This design comes from an exercise in tuning for small area, a short achievable clock period and few clock cycles on the open sky130 flow, not from production work. Only simulation tests tie the RTL to the original design; equivalence was not proved. Power is estimated from default activity; no workload was simulated. No driver is modelled on the clock port, so clocking that relies on it looks cheaper here than on a real chip.

Setup of job 2558:
==> flow/design.v (excerpt) <==
module sys_user_stream_top
(
  input  logic     clk_i,
  input  logic     rst_n,
  input  logic     strm_en_i,
  input  strm_pkg::addr_t    dma_src_addr_i,
  input  strm_pkg::len_t     dma_len_i,
  output logic     dma_done_o,
  input  logic     dma_done_ack_i,
  output logic     dma_rd_req_o,
  output strm_pkg::addr_t    dma_rd_req_addr_o,
  output strm_pkg::req_len_t dma_rd_req_len_o,
  output strm_pkg::tag_t     dma_tag_o,
  input  logic     dma_req_ack_i,
  input  logic     dma_data_valid_i,
  input  strm_pkg::tag_t     dma_tag_i,
  input  strm_pkg::data_t    dma_data_i,
  output logic     stream_valid_o,
  input  logic     stream_ready_i,
  output strm_pkg::data_t    stream_data_o
);
  localparam int NS = 16;         
  localparam logic [NS-1:0] INJ = 16'hC101;     
  logic          act;         
  logic          idle;        
  logic          pend;        
  logic [12:0]   full_left;   
  logic          fl_nz;       
  logic          fl_one;      
  logic [3:0]    tail;        
  logic          tagb;        
  logic [4:0]    len_b;       
  logic [4:0]    out;         
  logic          out0;        
  logic          out1;        
  logic [NS-1:0] th;
  logic [NS-1:0] th_n;
  logic [2:0]    tf;          
  logic [2:0]    tf_n;
  strm_pkg::data_t stg [NS];
  logic [NS-1:0] v;           
  logic [NS-1:0] full_up;     
  logic [NS-1:0] low_empty;   
  logic [NS-1:0] le_n;
  logic          start;
  logic          acc;
  logic          hit;
  logic          take;
  logic [4:0]    nlen;
  logic          fl_nz_n;
  logic          present;
  ...
export LEC_CHECK = 0
export CAP_MARGIN = 20
export CORE_MARGIN = 2
export CORE_UTILIZATION = 55
export SETUP_SLACK_MARGIN = 3.2
export SLEW_MARGIN = 20
export TNS_END_PERCENT = 5
create_clock -name core_clock -period 5.5 [get_ports {clk_i}]
standard.sh (not shown) runs the stock make flow with config.mk's settings and CLKGATE_MAP_FILE= SYNTH_SCRIPT=/design/flow/synth_recipe.tcl, a recipe that flattens the netlist after the stock synthesis.
==> flow/flow/run.sh <==
#!/bin/bash
# Layout flow: the standard ORFS flow (standard.sh), with
#  - port buffers made of buf_2 cells instead of the slow delay-buffer cell
#    buffer_ports picks by default (every port still gets its buffer);
#  - clock tree synthesis without dummy loads and with larger sink clusters.
# Each step's full log is in orfs/logs/; make's own output goes to flow_make.log.
set -euo pipefail
export BUFFER_PORTS_ARGS="-buffer_cell sky130_fd_sc_hd__buf_2"
export CTS_ARGS="-sink_clustering_enable -repair_clock_nets -dont_use_dummy_load -sink_clustering_size 30 -sink_clustering_max_diameter 100"
bash standard.sh finish > flow_make.log 2>&1
Job 2558: done, clean on timing, DRC and antenna
Testbench counts of job 2558, summed over its fixed seeds: cycles 32,940.
Here is what was changed in the inputs of job 5537 compared with job 2558.
- changing CORE_UTILIZATION from 55 to 51
- changing SETUP_SLACK_MARGIN from 3.2 to 3.3
### Flow results
Compare job 5537 and job 2558 | wire length higher: job 5537. When the final numbers for job 5537 and job 2558 were put side by side, the combinational group share of total power turned out to be greater in job 5537. On job 5537: worst setup slack before clock tree synthesis is 0.0069 ns higher than what job 2558 gave. In the reports for job 5537 and job 2558, the smaller die area belongs to job 2558. Clock sink count: job 5537 vs job 2558 identical. Diff job 2558 -> job 5537 | final-layout worst hold slack | decrease of 0.077 ns.
Modified inputs, job 5353 compared to job 5537
- CORE_UTILIZATION now 53, was 51
- SETUP_SLACK_MARGIN now 3.5, was 3.3
### Flow results
Job 5353: fill cell total of the finished layout is 580 lower than what job 5537 reported.
Higher design area among job 5353 and job 5537: job 5537
For job 5353, the startpoint-to-endpoint class of the critical path was in -> reg, unlike job 5537, where it was reg -> out.
Compared to job 5537, job 5353 shows a wider setup margin.
Between job 5353 and job 5537, the end-of-flow core utilization is higher for job 5353.
Origin of the worst setup path = dma_tag_i[0]: job 5353; origin of the worst setup path = dma_rd_req_addr_o[24]$_DFFE_PP_: job 5537
Of job 5353 and job 5537, the run reporting the lower total met2 wirelength after detailed routing was job 5353.
[diff] clock period minus final worst setup slack, job 5353 relative to job 5537: improvement

Starting RTL as in the previous note.
export LEC_CHECK = 0
export CAP_MARGIN = 20
export CORE_MARGIN = 2
export CORE_UTILIZATION = 53
export SETUP_SLACK_MARGIN = 3.3
export SLEW_MARGIN = 20
export TNS_END_PERCENT = 5
create_clock -name core_clock -period 5.5 [get_ports {clk_i}]
Scripts as last shown in full above: flow/flow/run.sh
Testbench counts at the start, summed over its fixed seeds: cycles 32,940.
==> next run, changes <==
--- a/flow/config.mk
+++ b/flow/config.mk
@@ -8,6 +8,6 @@
 export CAP_MARGIN = 20
 export CORE_MARGIN = 2
-export CORE_UTILIZATION = 53
-export SETUP_SLACK_MARGIN = 3.3
+export CORE_UTILIZATION = 55
+export SETUP_SLACK_MARGIN = 3.0
 export SLEW_MARGIN = 20
 export TNS_END_PERCENT = 5
Effect:
- The new run finished clean
- sequential power barely changes
- core utilization rose by 1.2 points
- total power fell by 0.33%
- design area fell by 1.3%
- die area fell by 3.6%
- via count rose by 0.34%

Setup of run A:
sys_user_stream_top, a different RTL version from the one above (not shown whole).
For scale: about 2200 flip-flops, about 390 I/O pins.
Design sys_user_stream_top, start of the top module:
module sys_user_stream_top
(
  input  logic     clk_i,
  input  logic     rst_n,
  input  logic     strm_en_i,
  input  strm_pkg::addr_t    dma_src_addr_i,
  input  strm_pkg::len_t     dma_len_i,
  output logic     dma_done_o,
  input  logic     dma_done_ack_i,
  output logic     dma_rd_req_o,
  output strm_pkg::addr_t    dma_rd_req_addr_o,
  output strm_pkg::req_len_t dma_rd_req_len_o,
  output strm_pkg::tag_t     dma_tag_o,
  input  logic     dma_req_ack_i,
  input  logic     dma_data_valid_i,
  input  strm_pkg::tag_t     dma_tag_i,
  input  strm_pkg::data_t    dma_data_i,
  output logic     stream_valid_o,
  input  logic     stream_ready_i,
  output strm_pkg::data_t    stream_data_o
);
  localparam int NS = 16;         
  localparam logic [NS-1:0] INJ = 16'hC101;     
  logic          act;         
  logic          pend;        
  logic [12:0]   full_left;   
  logic          fl_nz;       
  logic          fl_one;      
  logic [3:0]    tail;        
  logic          tagb;        
  logic [4:0]    len_b;       
  logic [4:0]    out;         
  logic          out0;        
  logic          out1;        
  logic [NS-1:0] th;
  logic [NS-1:0] th_n;
  logic [2:0]    tf;          
  logic [2:0]    tf_n;
  strm_pkg::data_t stg [NS];
  logic [NS-1:0] v;           
  logic [NS-1:0] full_up;     
  logic [NS-1:0] low_empty;   
  logic [NS-1:0] le_n;
  logic          start;
  logic          acc;
  logic          hit;
  logic          take;
  logic [4:0]    nlen;
  logic          fl_nz_n;
  logic          present;
  logic          out_free;
  logic          arm;
  assign start    = strm_en_i && !act && !dma_done_o;
  assign acc      = dma_rd_req_o && dma_req_ack_i;
  assign hit      = dma_data_valid_i && (dma_tag_i[7:2] == '0) && (dma_tag_i[1] != dma_tag_i[0]);
  assign take     = stream_valid_o && stream_ready_i;
  assign out_free = out0 || (out1 && hit);
  assign nlen     = fl_nz ? 5'd16 : {1'b0, tail};
  ...
==> flow/config.mk <==
export PLATFORM = sky130hd
export DESIGN_NAME = sys_user_stream_top
export DESIGN_NICKNAME = sys_user_stream_top
export VERILOG_FILES = /design/flow/design.v
export SDC_FILE = /design/flow/constraint.sdc
export NUM_CORES = 4
export LEC_CHECK = 0
export CAP_MARGIN = 20
export CORE_MARGIN = 2
export CORE_UTILIZATION = 55
export SETUP_SLACK_MARGIN = 3.2
export SLEW_MARGIN = 20
export TNS_END_PERCENT = 5
==> flow/constraint.sdc <==
create_clock -name core_clock -period 5.5 [get_ports {clk_i}]
set_input_delay 1.1000 -clock core_clock [delete_from_list [all_inputs] [get_ports {clk_i}]]
set_output_delay 1.1000 -clock core_clock [all_outputs]
set_load 0.01 [all_outputs]
Scripts as last shown in full above: flow/flow/run.sh
Testbench counts of run A, summed over its fixed seeds: cycles 32,940.
What run B does differently from run A at the input level:
- swapping 55 for 50 in CORE_UTILIZATION
- swapping 3.2 for 3.0 in SETUP_SLACK_MARGIN
### Flow results
Run B completed; timing, DRC and antenna clean. Re initial core utilization: run B is 4.8 points down on run A. From run A to run B the numbers moved as follows: core utilization lost 5.4 points; final standard cell area without fillers stayed essentially flat.
Changes in run C relative to run B:
- SETUP_SLACK_MARGIN changed from 3.0 to 3.2
- CORE_UTILIZATION changed from 50 to 58
--- outcome ---
- Run C reached the end of the flow, and the finished layout is clean on the timing, DRC and antenna checks.
- Run C vs. run B: number of cells upsized or downsized after cts shows an increase of 20, final standard cell area without fillers shows no meaningful change, post-synthesis share of cell area spent on and, or, nand and nor gates shows no meaningful change.
- Relative area change from synthesis to final layout: run B vs run C — no meaningful difference
- Relative to run B, run C improves clock power.
- Looking only at detailed router's first-iteration violation count, and setting everything else aside, the higher value of run C and run B goes to run C.
- Post-route minimum period in run C vs run B: down 0.027 ns
- Changes observed in run C relative to run B: final net count saw an increase; wire length picked up an extra about 4.6%.
> inputs changed (run C -> run D)
- SETUP_SLACK_MARGIN: 3.2 -> 3.0
- CORE_UTILIZATION: 58 -> 55
| power share of the combinational group | run C vs run D | ≈ equal |. Compared with run C, in run D clock insertion delay at the later pin of the skew report rose by 0.02 ns; total wire length after detailed routing picked up an extra 1.0%; leakage power of the design ~0 delta. As far as first-pass GRT wire length is concerned, run C and run D perform about the same. Summary of run D over run C: final design instance area without fill held steady, overall power after layout held steady, first-iteration DRC count shrank by 177. Category of the most critical setup path: flip-flop to output port -> run D, input pin to flip-flop -> run C. met4 as the highest signal layer in the routed design was reported by run D, and met5 by run C.

The RTL this note starts from:
==> flow/design.v <==
`default_nettype none
package strm_pkg;
  typedef logic [128-1:0] data_t;
  typedef logic [32-1:0] addr_t;
  typedef logic [32-1:0]  len_t;
  typedef logic [8-1:0]  tag_t;
  typedef logic [$clog2(256):0]                  req_len_t;   
  typedef logic [32-$clog2(16)-1:0]     beat_cnt_t;  
  typedef logic [$clog2(16)-1:0]                chunk_cnt_t;  
  typedef enum logic [2:0] {
    IDLE,
    REQ_A,
    WAIT_A_ACK,
    REQ_B,
    WAIT_B_ACK,
    WAIT_DONE,
    DRAIN
  } seq_state_t;
endpackage
`default_nettype wire
`timescale 1ns/100ps
`default_nettype none
module sys_user_stream_top
(
  input  logic     clk_i,
  input  logic     rst_n,
  input  logic     strm_en_i,
  input  strm_pkg::addr_t    dma_src_addr_i,
  input  strm_pkg::len_t     dma_len_i,
  output logic     dma_done_o,
  input  logic     dma_done_ack_i,
  output logic     dma_rd_req_o,
  output strm_pkg::addr_t    dma_rd_req_addr_o,
  output strm_pkg::req_len_t dma_rd_req_len_o,
  output strm_pkg::tag_t     dma_tag_o,
  input  logic     dma_req_ack_i,
  input  logic     dma_data_valid_i,
  input  strm_pkg::tag_t     dma_tag_i,
  input  strm_pkg::data_t    dma_data_i,
  output logic     stream_valid_o,
  input  logic     stream_ready_i,
  output strm_pkg::data_t    stream_data_o
);
  localparam int NS = 16;         
  localparam logic [NS-1:0] INJ = 16'hC101;     
  logic          act;         
  logic          pend;        
  logic [12:0]   full_left;   
  logic          fl_nz;       
  logic          fl_one;      
  logic [3:0]    tail;        
  logic          tagb;        
  logic [4:0]    len_b;       
  logic [4:0]    out;         
  logic          out0;        
  logic          out1;        
  logic [NS-1:0] th;
  logic [NS-1:0] th_n;
  logic [2:0]    tf;          
  logic [2:0]    tf_n;
  strm_pkg::data_t stg [NS];
  logic [NS-1:0] v;           
  logic [NS-1:0] full_up;     
  logic [NS-1:0] low_empty;   
  logic [NS-1:0] le_n;
  logic          start;
  logic          acc;
  logic          hit;
  logic          take;
  logic [4:0]    nlen;
  logic          fl_nz_n;
  logic          present;
  logic          out_free;
  logic          arm;
  logic [3:0]    tail_n;
  assign start    = strm_en_i && !act && !dma_done_o;
  assign acc      = dma_rd_req_o && dma_req_ack_i;
  assign hit      = dma_data_valid_i && (dma_tag_i[7:2] == '0) && (dma_tag_i[1] != dma_tag_i[0]);
  assign take     = stream_valid_o && stream_ready_i;
  assign out_free = out0 || (out1 && hit);
  assign nlen     = fl_nz ? 5'd16 : {1'b0, tail};
  assign fl_nz_n  = fl_nz && !fl_one;               
  assign dma_rd_req_len_o = {len_b, 4'b0};
  assign dma_tag_o        = {6'b0, tagb, !tagb};
  assign stream_valid_o   = v[NS-1];
  assign stream_data_o    = stg[NS-1];
  function automatic logic [NS-1:0] adv_of(input logic [NS-1:0] vv, input logic [NS-1:0] fu,
                                           input logic r);
    logic [NS-1:0] a;
    for (int i = 0; i < NS-1; i++)
      a[i] = vv[i] && !(fu[i+1] && !r);
    a[NS-1] = vv[NS-1] && r;
    adv_of = a;
  endfunction
  function automatic logic [NS-1:0] sel_of(input logic [NS-1:0] vv, input logic [NS-1:0] le,
                                           input logic [NS-1:0] a);
    logic [NS-1:0] s;
    s = '0;
    for (int i = 0; i < NS; i++)
      if (INJ[i] && le[i] && (!vv[i] || a[i]))
        s = NS'(1) << i;
    sel_of = s;
  endfunction
  function automatic logic [2*NS-1:0] pipe_of(input logic [NS-1:0] vv, input logic [NS-1:0] fu,
                                              input logic [NS-1:0] le, input logic h,
                                              input logic r);
    logic [NS-1:0] a;
    logic [NS-1:0] s;
    logic [NS-1:0] vn;
    logic [NS-1:0] fn;
    a = adv_of(vv, fu, r);
    s = sel_of(vv, le, a);
    for (int i = 0; i < NS; i++)
      vn[i] = (fu[i] && !r) || (h && s[i]) || (i > 0 && a[i > 0 ? i-1 : 0]);
    fn[NS-1] = vn[NS-1];
    for (int i = NS-2; i >= 0; i--)
      fn[i] = vn[i] && fn[i+1];
    pipe_of = {fn, vn};
  endfunction
  logic [NS-1:0] adv0, adv1, sel0, sel1, en;
  logic [2*NS-1:0] pn00, pn01, pn10, pn11, pn;
  always_comb
  begin
    adv0 = adv_of(v, full_up, 1'b0);
    adv1 = adv_of(v, full_up, 1'b1);
    sel0 = sel_of(v, low_empty, adv0);
    sel1 = sel_of(v, low_empty, adv1);
    for (int i = 0; i < NS; i++)
      if (stream_ready_i)
        en[i] = (hit && sel1[i]) || (i > 0 && adv1[i > 0 ? i-1 : 0]);
      else
        en[i] = (hit && sel0[i]) || (i > 0 && adv0[i > 0 ? i-1 : 0]);
    pn00 = pipe_of(v, full_up, low_empty, 1'b0, 1'b0);
    pn01 = pipe_of(v, full_up, low_empty, 1'b0, 1'b1);
    pn10 = pipe_of(v, full_up, low_empty, 1'b1, 1'b0);
    pn11 = pipe_of(v, full_up, low_empty, 1'b1, 1'b1);
    case ({hit, stream_ready_i})
      2'b00:   pn = pn00;
      2'b01:   pn = pn01;
      2'b10:   pn = pn10;
      default: pn = pn11;
    endcase
  end
  always_ff @(posedge clk_i)
  begin
    for (int i = 0; i < NS; i++)
      if (en[i])
        stg[i] <= (i == 0 || (INJ[i] && low_empty[i])) ? dma_data_i : stg[i > 0 ? i-1 : 0];
  end
  always_comb
  begin
    le_n[0] = 1'b1;
    for (int i = 1; i < NS; i++)
      le_n[i] = le_n[i-1] && !pn[i-1];
  end
  always_ff @(posedge clk_i)
  begin
    if (!rst_n)
    begin
      v         <= '0;
      full_up   <= '0;
      low_empty <= '1;
    end
    else
    begin
      v         <= pn[NS-1:0];
      full_up   <= pn[2*NS-1:NS];
      low_empty <= le_n;
    end
  end
  assign arm = pend && !dma_rd_req_o;
  always_comb
  begin
    if (fl_nz)
      present = arm && out0 && !hit && (!th[0] || (take && !th[1]));
    else
      case ({hit, take})
        2'b10:   present = arm && (out0 || out1) && tf[2];
        2'b01:   present = arm && out0 && tf[0];
        2'b11:   present = arm && (out0 || out1) && tf[1];
        default: present = arm && out0 && tf[1];
      endcase
  end
  always_ff @(posedge clk_i)
  begin
    if (!rst_n)
    begin
      act          <= 1'b0;
      pend         <= 1'b0;
      dma_done_o   <= 1'b0;
      dma_rd_req_o <= 1'b0;
      out          <= '0;
      out0         <= 1'b1;
      out1         <= 1'b0;
    end
    else
    begin
      if (start)
      begin
        dma_rd_req_addr_o <= dma_src_addr_i;
        act               <= (dma_len_i[20:4] != '0);
        pend              <= (dma_len_i[20:4] != '0);
        dma_done_o        <= (dma_len_i[20:4] == '0);   
        tagb              <= 1'b1;                      
        full_left         <= dma_len_i[20:8];
        fl_nz             <= (dma_len_i[20:8] != '0);
        fl_one            <= (dma_len_i[20:8] == 13'd1);
        tail              <= dma_len_i[7:4];
      end
      else if (acc)
        dma_rd_req_addr_o[31:8] <= dma_rd_req_addr_o[31:8] + 24'd1;
      if (present)
      begin
        dma_rd_req_o <= 1'b1;
        tagb         <= !tagb;
        len_b        <= nlen;
        out          <= nlen;
        out0         <= 1'b0;
        out1         <= (nlen == 5'd1);
        if (fl_nz)
        begin
          full_left <= full_left - 13'd1;
          fl_nz     <= fl_nz_n;
          fl_one    <= (full_left == 13'd2);
          pend      <= fl_nz_n || (tail != '0);
        end
        else
          pend      <= 1'b0;
      end
      else
      begin
        if (acc)
          dma_rd_req_o <= 1'b0;
        if (hit)
        begin
          out  <= out - 5'd1;
          out0 <= out1;
          out1 <= (out == 5'd2);
        end
      end
      if (act && !pend && !dma_rd_req_o && out_free)
      begin
        act        <= 1'b0;
        dma_done_o <= 1'b1;
      end
      if (dma_done_o && !strm_en_i && dma_done_ack_i)
        dma_done_o <= 1'b0;
    end
  end
  function automatic logic [NS-1:0] th_move(input logic [NS-1:0] t, input logic up,
                                            input logic down);
    logic [NS-1:0] r;
    if (up && !down)
      r = {t[NS-2:0], 1'b1};
    else if (down && !up)
      r = {1'b0, t[NS-1:1]};
    else
      r = t;
    th_move = r;
  endfunction
  function automatic logic fits(input logic [NS-1:0] t, input logic [3:0] tl, input int d);
    logic f;
    f = 1'b0;
    for (int tv = 0; tv < 16; tv++)
      if (tl == 4'(tv))
      begin
        if (16 - tv - d >= NS)
          f = 1'b1;
        else if (16 - tv - d < 0)
          f = 1'b0;
        else
          f = !t[16 - tv - d];
      end
    fits = f;
  endfunction
  logic [NS-1:0] th00, th01, th10;
  logic [2:0]    tf00, tf01, tf10;
  assign tail_n = start ? dma_len_i[7:4] : tail;
  always_comb
  begin
    th00 = th;
    th01 = th_move(th, 1'b0, 1'b1);
    th10 = th_move(th, 1'b1, 1'b0);
    for (int k = 0; k < 3; k++)
    begin
      tf00[k] = fits(th00, tail_n, k - 1);
      tf01[k] = fits(th01, tail_n, k - 1);
      tf10[k] = fits(th10, tail_n, k - 1);
    end
    case ({hit, take})
      2'b01:
      begin
        th_n = th01;
        tf_n = tf01;
      end
      2'b10:
      begin
        th_n = th10;
        tf_n = tf10;
      end
      default:
      begin
        th_n = th00;
        tf_n = tf00;
      end
    endcase
  end
  always_ff @(posedge clk_i)
  begin
    if (!rst_n)
    begin
      th <= '0;
      tf <= '0;
    end
    else
    begin
      th <= th_n;
      tf <= tf_n;
    end
  end
endmodule
`default_nettype wire
Settings: LEC_CHECK=0, CAP_MARGIN=20, CORE_MARGIN=2, CORE_UTILIZATION=60, SETUP_SLACK_MARGIN=3.1, SLEW_MARGIN=20, TNS_END_PERCENT=5; clock period 5.5 ns.
==> flow/flow/run.sh <==
#!/bin/bash
# Layout flow: the standard ORFS flow (standard.sh), with
#  - port buffers made of buf_2 cells instead of the slow delay-buffer cell
#    buffer_ports picks by default (every port still gets its buffer);
#  - clock tree synthesis without dummy loads and with larger sink clusters.
# Each step's full log is in orfs/logs/; make's own output goes to flow_make.log.
set -euo pipefail
export BUFFER_PORTS_ARGS="-buffer_cell sky130_fd_sc_hd__buf_2"
export CTS_ARGS="-sink_clustering_enable -repair_clock_nets -dont_use_dummy_load -sink_clustering_size 25 -sink_clustering_max_diameter 100"
bash standard.sh finish > flow_make.log 2>&1
Testbench counts at the start, summed over its fixed seeds: cycles 32,940.
Rerun with:
--- a/flow/flow/run.sh
+++ b/flow/flow/run.sh
@@ -7,4 +7,4 @@
 set -euo pipefail
 export BUFFER_PORTS_ARGS="-buffer_cell sky130_fd_sc_hd__buf_2"
-export CTS_ARGS="-sink_clustering_enable -repair_clock_nets -dont_use_dummy_load -sink_clustering_size 25 -sink_clustering_max_diameter 100"
+export CTS_ARGS="-sink_clustering_enable -repair_clock_nets -dont_use_dummy_load -sink_clustering_size 30 -sink_clustering_max_diameter 100"
 bash standard.sh finish > flow_make.log 2>&1
Settings changed: CORE_UTILIZATION 60 to 56.
After rerunning: Combinational power hardly moves; synthesized cell count does not change; total power falls by 1.8%; clock skew falls by 0.017 ns; area after synthesis is unchanged; sequential power is about the same; cell count rises by 1.5%; clock power falls by 6.0%; setup slack improved by 0.050 ns; register-to-register slack improved by 0.08 ns; maximum frequency rises by 1.8%.

[separate check: timing with driven ports]
The results above use ideal ports. As a check the final layouts listed here were re-extracted and re-timed, cells and wires unchanged.
Step 1: set_driving_cell puts a clkbuf_16 on clk_i and a buf_2 on each other input, an assumption about the parent block.
Step 2 also shifts input and output timing later by t, the mid clock arrival at the registers, as if the neighbouring blocks saw the same clock.
a / b / c = ideal ports / drivers / drivers and shift; a / b = the first two.
run | shift t [ns] | slack for setup (ns) | slew at the worst register clock pin (ns) | worst slew at a driven data input, ns
job 2558 | 0.740 | 2.960 / 2.889 / 2.261 | 0.11 / 0.11 | 0.15
job 5537 | 0.736 | 3.005 / 2.928 / 2.338 | 0.12 / 0.12 | 0.12
job 5353 | 0.758 | 3.019 / 2.947 / 2.314 | 0.12 / 0.12 | 0.12
the first run of note 2 | 0.760 | 3.015 / 2.942 / 2.392 | 0.12 / 0.12 | 0.13
the second run of note 2 | 0.737 | 2.907 / 2.889 / 2.210 | 0.12 / 0.12 | 0.15
run A | 0.746 | 3.022 / 2.973 / 2.307 | 0.12 / 0.12 | 0.12
run B | 0.761 | 2.915 / 2.895 / 2.209 | 0.12 / 0.12 | 0.12
run C | 0.758 | 2.943 / 2.924 / 2.200 | 0.12 / 0.12 | 0.12
run D | 0.744 | 2.969 / 2.890 / 2.302 | 0.12 / 0.12 | 0.12
the first run of note 4 | 0.767 | 2.598 / 2.646 / 1.879 | 0.10 / 0.10 | 0.09
the second run of note 4 | 0.762 | 2.648 / 2.711 / 1.950 | 0.11 / 0.11 | 0.09
After both steps setup and hold are still met in every run listed. The setup slack of run C, which loses most, moves by -0.019 ns with the drivers and by -0.743 ns with both steps.
